What follows belongs to an exercise in optimizing a design on an open flow for small area, a short achievable clock period and few clock cycles; a production flow would make more cautious choices.
The RTL was checked by simulation tests, not by an equivalence proof against the original design.
No activity file was given, so power comes from the tool's default toggle rates.

Design cpu_core, start of the top module:
module cpu_core (
    input  logic        clk,
    input  logic        arst_n,
    output logic [15:0] imem_addr,
    input  logic [31:0] imem_rdata,
    output logic [15:0] dmem_addr,
    output logic [15:0] dmem_wdata,
    output logic        dmem_we,
    output logic        dmem_re,
    input  logic [15:0] dmem_rdata
);
Size: about 2600 cells after synthesis, about 100 I/O pins, roughly 21000 um^2 of cells after synthesis.
make LEC_CHECK=0 ABC_AREA=1 CAP_MARGIN=20 CORE_MARGIN=2 CORE_UTILIZATION=70 SETUP_SLACK_MARGIN=5 SLEW_MARGIN=20 finish   # period 9.0 ns
run.sh (not shown) runs the stock make flow with config.mk's settings and CLKGATE_MAP_FILE= SYNTH_SCRIPT=/design/flow/synth_recipe.tcl, a recipe that flattens the netlist after the stock synthesis.
Testbench counts at the start, summed over its fixed seeds: cycles 10,799.
Then changed:
==> flow/flow/run.sh (new file) <==
#!/bin/bash
# Layout flow: the standard ORFS flow (standard.sh) with two changes:
#  - the port buffers are sky130_fd_sc_hd__buf_2 instead of the default pick;
#  - repair_timing aims at a setup margin of 5.8 ns instead of config.mk's 5.
# The SDC, floorplan, power grid, synthesis and all other steps are the standard ones.
# ORFS writes each step's full tool output to orfs/logs/; make's own output goes to
# standard.log here.
set -o pipefail
bash standard.sh \
    "BUFFER_PORTS_ARGS=-buffer_cell sky130_fd_sc_hd__buf_2" \
    SETUP_SLACK_MARGIN=5.8 \
    finish > standard.log 2>&1
==> flow/standard.sh (new file) <==
#!/bin/bash
# synth_recipe.tcl (not shown) runs the flow's synth.tcl, then flattens the netlist and writes it again
# the make line also repeats each setting of config.mk as NAME=value (left out here)
make -C /OpenROAD-flow-scripts/flow DESIGN_CONFIG=/design/flow/config.mk WORK_HOME=/design/flow/orfs CLKGATE_MAP_FILE= SYNTH_SCRIPT=/design/flow/synth_recipe.tcl "${@:-finish}"
--- a/flow/config.mk
+++ b/flow/config.mk
@@ -11 +11 @@
-export CORE_UTILIZATION = 70
+export CORE_UTILIZATION = 60
removed: flow/run.sh
What happened: Die area rose by 16%. Total power rose by 2.6%. Fmax rose by 18%. Via count fell by about 3.4%. Sequential share of layout area fell by 2.6 points. Cell area rose by about 7%. Wire length fell by about 0.9%. Final cell count rose by about 5%.
Then changed:
--- a/flow/flow/run.sh
+++ b/flow/flow/run.sh
@@ -4 +4 @@
-#  - repair_timing aims at a setup margin of 5.8 ns instead of config.mk's 5.
+#  - repair_timing aims at a setup margin of 5.7 ns instead of config.mk's 5.
@@ -11 +11 @@
-    SETUP_SLACK_MARGIN=5.8 \
+    SETUP_SLACK_MARGIN=5.7 \
--- a/flow/config.mk
+++ b/flow/config.mk
@@ -11 +11,3 @@
-export CORE_UTILIZATION = 60
+export CORE_UTILIZATION = 55
+export CTS_CLUSTER_DIAMETER = 100
+export CTS_CLUSTER_SIZE = 20
Result:
- clock skew barely changes
- worst setup slack degrades by 4.3 ps
- sequential power barely changes
- design area fell by 5.3%
- area after synthesis stays the same
- sequential cell count stays the same
- non-clock buffer count came out lower by 39
- maximum frequency hardly moves
- die area increases by about 9%
- global-route usage is lower by 3.1 points

========
cpu_core again, from the RTL that the note above started with.
clock: 9.0 ns
lec_check: 0
abc_area: 1
cap_margin: 20
core_margin: 2
core_utilization: 60
cts_cluster_diameter: 60
cts_cluster_size: 30
setup_slack_margin: 5
slew_margin: 20
standard.sh (not shown) runs the stock make flow with config.mk's settings and CLKGATE_MAP_FILE= SYNTH_SCRIPT=/design/flow/synth_recipe.tcl, a recipe that flattens the netlist after the stock synthesis.
==> flow/flow/run.sh <==
#!/bin/bash
# Layout flow: the standard ORFS flow (standard.sh) with two changes:
#  - the port buffers are sky130_fd_sc_hd__buf_2 instead of the default pick;
#  - repair_timing aims at a setup margin of 5.8 ns instead of config.mk's 5.
# The SDC, floorplan, power grid, synthesis and all other steps are the standard ones.
# ORFS writes each step's full tool output to orfs/logs/; make's own output goes to
# standard.log here.
set -o pipefail
bash standard.sh \
    "BUFFER_PORTS_ARGS=-buffer_cell sky130_fd_sc_hd__buf_2" \
    SETUP_SLACK_MARGIN=5.8 \
    finish > standard.log 2>&1
Testbench counts at the start, summed over its fixed seeds: cycles 10,799.
Edit:
--- a/flow/flow/run.sh
+++ b/flow/flow/run.sh
@@ -3,3 +3,3 @@
 #  - the port buffers are sky130_fd_sc_hd__buf_2 instead of the default pick;
-#  - repair_timing aims at a setup margin of 5.8 ns instead of config.mk's 5.
+#  - repair_timing aims at a setup margin of 5.7 ns instead of config.mk's 5.
 # The SDC, floorplan, power grid, synthesis and all other steps are the standard ones.
@@ -10,3 +10,3 @@
     "BUFFER_PORTS_ARGS=-buffer_cell sky130_fd_sc_hd__buf_2" \
-    SETUP_SLACK_MARGIN=5.8 \
+    SETUP_SLACK_MARGIN=5.7 \
     finish > standard.log 2>&1
Settings changed: CORE_UTILIZATION 60 to 65.
Non-clock buffer count shrinks by 52.
Final area went down by 3.7%.
Register-to-register slack loses 0.03 ns.
Flip-flop and latch count is unchanged.
Worst hold slack improves by 0.012 ns.
Clock skew is lower by 0.019 ns.

========
cpu_core again, from the RTL that the note above started with.
clock: 9.0 ns
lec_check: 0
abc_area: 1
cap_margin: 20
core_margin: 2
core_utilization: 60
cts_cluster_diameter: 150
cts_cluster_size: 16
setup_slack_margin: 5
slew_margin: 20
==> flow/flow/run.sh <==
#!/bin/bash
# Layout flow: the standard ORFS flow (standard.sh) with two changes:
#  - the port buffers are sky130_fd_sc_hd__buf_2 instead of the default pick;
#  - repair_timing aims at a setup margin of 5.7 ns instead of config.mk's 5.
# The SDC, floorplan, power grid, synthesis and all other steps are the standard ones.
# ORFS writes each step's full tool output to orfs/logs/; make's own output goes to
# standard.log here.
set -o pipefail
bash standard.sh \
    "BUFFER_PORTS_ARGS=-buffer_cell sky130_fd_sc_hd__buf_2" \
    SETUP_SLACK_MARGIN=5.7 \
    finish > standard.log 2>&1
The first run passed the timing, design-rule and antenna checks.
Testbench counts at the start, summed over its fixed seeds: cycles 10,799.
Rerun with:
--- a/flow/flow/run.sh
+++ b/flow/flow/run.sh
@@ -4 +4 @@
-#  - repair_timing aims at a setup margin of 5.7 ns instead of config.mk's 5.
+#  - repair_timing aims at a setup margin of 5.5 ns instead of config.mk's 5.
@@ -11 +11 @@
-    SETUP_SLACK_MARGIN=5.7 \
+    SETUP_SLACK_MARGIN=5.5 \
- CTS_CLUSTER_DIAMETER: 150 -> 100
- CTS_CLUSTER_SIZE: 16 -> 20
The changed run completed with no timing, DRC or antenna violations.
Core utilization goes down by 2.6 points.
Via count goes down by 1.7%.
Critical path depth does not change.
Worst setup slack got worse by 340 ps.
Sequential cell count is unchanged.
Rerun with:
--- a/flow/flow/run.sh
+++ b/flow/flow/run.sh
@@ -4 +4 @@
-#  - repair_timing aims at a setup margin of 5.5 ns instead of config.mk's 5.
+#  - repair_timing aims at a setup margin of 5.6 ns instead of config.mk's 5.
@@ -11 +11 @@
-    SETUP_SLACK_MARGIN=5.5 \
+    SETUP_SLACK_MARGIN=5.6 \
- CTS_CLUSTER_DIAMETER: 100 -> not set
- CTS_CLUSTER_SIZE: 20 -> not set
=>
- clock-buffer cell count is higher by 23
- die area does not change
- combinational power climbs by 5.4%
- design area increases by 5.3%
- critical path depth shrinks by 1
- register-to-register slack improves by 40 ps

==> port drivers added, routing unchanged <==
In the flow no input, the clock included, has a driving cell. The finished layouts below were timed again as built, in two steps.
Step 1 sets driving cells, clkbuf_16 on the clock port and buf_2 on the other inputs (assumed; they add their load-dependent delay and slew).
Step 2 times the ports against the registers' clock, not the clock port: input delays grow and output delays shrink by t, the midpoint of the rising clock arrivals with the driver on.
Three values: ideal ports, drivers, drivers and shift; two values: the first two.
run	t, ns	setup WS [ns]	hold slack, ns	worst setup path at the end	clock arrival spread, ns
the first run of note 1	0.595	5.059 / 5.088 / 4.492	0.318 / 0.318 / 0.318	input to register	0.029 / 0.029
the second run of note 1	0.644	5.673 / 5.700 / 5.056	0.322 / 0.322 / 0.322	input to register	0.029 / 0.028
the third run of note 1	0.620	5.669 / 5.692 / 5.072	0.333 / 0.333 / 0.333	input to register	0.028 / 0.028
the first run of note 2	0.629	5.689 / 5.704 / 5.074	0.320 / 0.320 / 0.320	input to register	0.052 / 0.051
the second run of note 2	0.665	5.627 / 5.643 / 4.979	0.332 / 0.332 / 0.332	input to register	0.039 / 0.039
the first run of note 3	0.647	5.736 / 5.740 / 5.093	0.320 / 0.320 / 0.320	input to register	0.038 / 0.037
the second run of note 3	0.629	5.401 / 5.411 / 4.782	0.333 / 0.333 / 0.333	input to register	0.029 / 0.028
the third run of note 3	0.643	5.527 / 5.562 / 4.919	0.325 / 0.325 / 0.325	input to register	0.027 / 0.027
After both steps setup and hold are still met in every run listed. For the second run of note 2, which loses most, drivers alone change the setup slack by +0.016 ns; drivers and shift together by -0.648 ns.
